Background: an optimization exercise with open tools, aiming at small area, a short achievable clock period and few clock cycles per item. Do not read the settings as production practice. Only simulation tests tie the RTL to the original design; equivalence was not proved. Power and IR drop assume default switching activity.

==> flow/design.v (excerpt) <==
module dbg_mem_top (
  input  logic      clk,
  input  logic      rst_n_i,
  input  logic      uart_rx_i,
  output logic      uart_tx_o,
  input  logic                   axil_aw_valid_i,
  output logic                   axil_aw_ready_o,
  input  logic [AXIL_ADDR_W-1:0] axil_aw_addr_i,
  input  logic                   axil_w_valid_i,
  output logic                   axil_w_ready_o,
  input  logic [DATA_W-1:0]      axil_w_data_i,
  input  logic [STRB_W-1:0]      axil_w_strb_i,
  output logic                   axil_b_valid_o,
  input  logic                   axil_b_ready_i,
  output logic [1:0]             axil_b_resp_o,
  input  logic                   axil_ar_valid_i,
  output logic                   axil_ar_ready_o,
  input  logic [AXIL_ADDR_W-1:0] axil_ar_addr_i,
  output logic                   axil_r_valid_o,
  input  logic                   axil_r_ready_i,
  output logic [DATA_W-1:0]      axil_r_data_o,
  output logic [1:0]             axil_r_resp_o
);
Size in the first run: roughly 2400 flip-flops.
export LEC_CHECK = 0
export CAP_MARGIN = 20
export CORE_MARGIN = 2
export CORE_UTILIZATION = 70
export CTS_CLUSTER_DIAMETER = 100
export CTS_CLUSTER_SIZE = 24
export SLEW_MARGIN = 20
create_clock -name core_clock -period 10.0 [get_ports {clk}]
standard.sh (not shown) runs the stock make flow with config.mk's settings and CLKGATE_MAP_FILE= SYNTH_SCRIPT=/design/flow/synth_recipe.tcl, a recipe that flattens the netlist after the stock synthesis.
==> flow/flow/run.sh <==
#!/bin/bash
# The standard layout (the standard.sh: unchanged synthesis and ORFS steps) with two
# changes to how it optimises, none to the constraints:
#  - every input and output port still gets its own buffer, but a buf_4 instead of the
#    delay-cell buffer buffer_ports picks by default.
# Make's output goes to layout.log here; each ORFS step keeps its own log under orfs/logs.
set -euo pipefail
extra='SETUP_SLACK_MARGIN=6.9 "BUFFER_PORTS_ARGS=-buffer_cell sky130_fd_sc_hd__buf_4"'
sed "s|\"\\\${@:-finish}\"|$extra \"\${@:-finish}\"|" standard.sh > tuned.sh
grep -q 'SETUP_SLACK_MARGIN=6.9' tuned.sh
bash tuned.sh > layout.log 2>&1
Testbench counts at the start, summed over its fixed seeds: cycles 6,416, items 6,400.
Change:
--- a/flow/flow/run.sh
+++ b/flow/flow/run.sh
@@ -7,5 +7,5 @@
 set -euo pipefail
-extra='SETUP_SLACK_MARGIN=6.9 "BUFFER_PORTS_ARGS=-buffer_cell sky130_fd_sc_hd__buf_4"'
+extra='SETUP_SLACK_MARGIN=7.0 "BUFFER_PORTS_ARGS=-buffer_cell sky130_fd_sc_hd__buf_4"'
 sed "s|\"\\\${@:-finish}\"|$extra \"\${@:-finish}\"|" standard.sh > tuned.sh
-grep -q 'SETUP_SLACK_MARGIN=6.9' tuned.sh
+grep -q 'SETUP_SLACK_MARGIN=7.0' tuned.sh
 bash tuned.sh > layout.log 2>&1
- CORE_UTILIZATION: 70 -> 60
Worst setup slack degrades by 0.020 ns.
Core utilization came out lower by 9.6 points.
Power rose by about 0.6%.
Hold slack improved by 0.014 ns.
Combinational power came out higher by about 4%.

========
## job 1015
Another version of the RTL of dbg_mem_top (not shown whole).
Size: about 4900 cells after synthesis, ~2400 flip-flops, roughly 120 I/O pins, ~87000 µm² of cells after synthesis.
export LEC_CHECK = 0
export CAP_MARGIN = 20
export CORE_MARGIN = 2
export CORE_UTILIZATION = 70
export CTS_CLUSTER_DIAMETER = 100
export CTS_CLUSTER_SIZE = 24
export SLEW_MARGIN = 20
create_clock -name core_clock -period 10.0 [get_ports {clk}]
==> flow/flow/run.sh <==
#!/bin/bash
# The standard layout (the standard.sh: unchanged synthesis and ORFS steps) with two
# changes to how it optimises, none to the constraints:
#  - every input and output port still gets its own buffer, but a buf_4 instead of the
#    delay-cell buffer buffer_ports picks by default.
# Make's output goes to layout.log here; each ORFS step keeps its own log under orfs/logs.
set -euo pipefail
extra='SETUP_SLACK_MARGIN=7.0 "BUFFER_PORTS_ARGS=-buffer_cell sky130_fd_sc_hd__buf_4"'
sed "s|\"\\\${@:-finish}\"|$extra \"\${@:-finish}\"|" standard.sh > tuned.sh
grep -q 'SETUP_SLACK_MARGIN=7.0' tuned.sh
bash tuned.sh > layout.log 2>&1
Testbench counts of job 1015, summed over its fixed seeds: cycles 6,416, items 6,400.
diff inputs: job 1015 => job 5872
# job 1015
export LEC_CHECK = 0
export CAP_MARGIN = 20
export CORE_MARGIN = 2
export CORE_UTILIZATION = 70
export CTS_CLUSTER_DIAMETER = 100
export CTS_CLUSTER_SIZE = 24
export SLEW_MARGIN = 20
create_clock -name core_clock -period 10.0 [get_ports {clk}]
# job 5872
export LEC_CHECK = 0
export CAP_MARGIN = 20
export CORE_MARGIN = 2
export CORE_UTILIZATION = 75
export CTS_CLUSTER_DIAMETER = 100
export CTS_CLUSTER_SIZE = 24
export SLEW_MARGIN = 20
create_clock -name core_clock -period 10.0 [get_ports {clk}]
-- flow/flow/run.sh --
<<< job 1015, line 8
extra='SETUP_SLACK_MARGIN=7.0 "BUFFER_PORTS_ARGS=-buffer_cell sky130_fd_sc_hd__buf_4"'
>>> job 5872, line 8
extra='SETUP_SLACK_MARGIN=6.75 "BUFFER_PORTS_ARGS=-buffer_cell sky130_fd_sc_hd__buf_4"'
<<< job 1015, line 10
grep -q 'SETUP_SLACK_MARGIN=7.0' tuned.sh
>>> job 5872, line 10
grep -q 'SETUP_SLACK_MARGIN=6.75' tuned.sh
--- outcome ---
- The final layout from job 5872, which completed every stage, passed the timing, design-rule and antenna checks at the end of the flow.
- Maximum frequency went down slightly going from job 1015 to job 5872.
- Post-cts resize count in job 5872 is 92 lower than in job 1015
- Of job 1015 and job 5872, job 5872 shows the higher final clock period utilization by the worst path, with job 1015 below it.
- In the tables for job 1015 and job 5872, weighted congestion at the end of routability-driven global placement reads higher with job 5872.
- For job 1015, the timing startpoint of the critical path was i_axil_port.rdat_q[0][31], unlike job 5872, where it was i_axil_port.rd_sel_q[57].
- Final-layout worst hold slack sits higher in job 5872 than in job 1015.
- Buffer count excluding the clock tree in the final layout for job 5872 is lower than for job 1015.
- Overall die height: job 5872 vs job 1015 down 12 µm
For job 6940, these inputs were changed with respect to job 5872:
# job 5872
export LEC_CHECK = 0
export CAP_MARGIN = 20
export CORE_MARGIN = 2
export CORE_UTILIZATION = 75
export CTS_CLUSTER_DIAMETER = 100
export CTS_CLUSTER_SIZE = 24
export SLEW_MARGIN = 20
create_clock -name core_clock -period 10.0 [get_ports {clk}]
# job 6940
export LEC_CHECK = 0
export CAP_MARGIN = 20
export CORE_MARGIN = 2
export CORE_UTILIZATION = 70
export CTS_CLUSTER_DIAMETER = 100
export CTS_CLUSTER_SIZE = 24
export SLEW_MARGIN = 20
create_clock -name core_clock -period 10.0 [get_ports {clk}]
-- flow/flow/run.sh --
<<< job 5872, line 8
extra='SETUP_SLACK_MARGIN=6.75 "BUFFER_PORTS_ARGS=-buffer_cell sky130_fd_sc_hd__buf_4"'
>>> job 6940, line 8
extra='SETUP_SLACK_MARGIN=6.85 "BUFFER_PORTS_ARGS=-buffer_cell sky130_fd_sc_hd__buf_4"'
<<< job 5872, line 10
grep -q 'SETUP_SLACK_MARGIN=6.75' tuned.sh
>>> job 6940, line 10
grep -q 'SETUP_SLACK_MARGIN=6.85' tuned.sh
--- outcome ---
Compared with job 5872, placement density in the core of job 6940 is lower.
Side by side, last weighted congestion value of the routability-driven placer turned out lower in job 6940 than in job 5872.
Job 6940 vs job 5872, placement-stage worst setup slack went down by 0.23 ns.
Number of tap cells added at floorplan grows by a little under 10% when moving from job 5872 to job 6940.
Horizontal die dimension: job 6940 > job 5872
Relative to job 5872, the final area measured on job 6940 has increased slightly.
Global-route met2 utilization: job 6940 < job 5872
Job 6940 vs job 5872: placed cell count up in job 6940

static timing again, ports no longer ideal:
The results above use ideal ports. As a check the final layouts listed here were re-extracted and re-timed, cells and wires unchanged.
Step 1: set_driving_cell puts a clkbuf_16 on clk and a buf_2 on each other input, an assumption about the parent block.
Step 2 also shifts input and output timing later by t, the mid clock arrival at the registers, as if the neighbouring blocks saw the same clock.
Three values: ideal, step 1, step 2; two values: the first two.
| run | t (ns) | setup slack, ns | worst register clock-pin slew, ns | worst data-port slew with drivers (ns) | pins driven straight from the clock port |
|---|---|---|---|---|---|
| the first run of note 1 | 0.860 | 6.675 / 6.596 / 6.189 | 0.10 / 0.10 | 0.10 | 1 |
| the second run of note 1 | 0.881 | 6.656 / 6.568 / 6.199 | 0.11 / 0.11 | 0.21 | 1 |
| job 1015 | 0.851 | 6.646 / 6.566 / 6.284 | 0.10 / 0.10 | 0.11 | 1 |
| job 5872 | 0.833 | 6.589 / 6.571 / 6.179 | 0.10 / 0.10 | 0.06 | 1 |
| job 6940 | 0.865 | 6.607 / 6.526 / 6.092 | 0.11 / 0.11 | 0.09 | 1 |
After both steps setup and hold are still met in every run listed. For job 6940, which loses most, drivers alone change the setup slack by -0.081 ns; drivers and shift together by -0.515 ns.
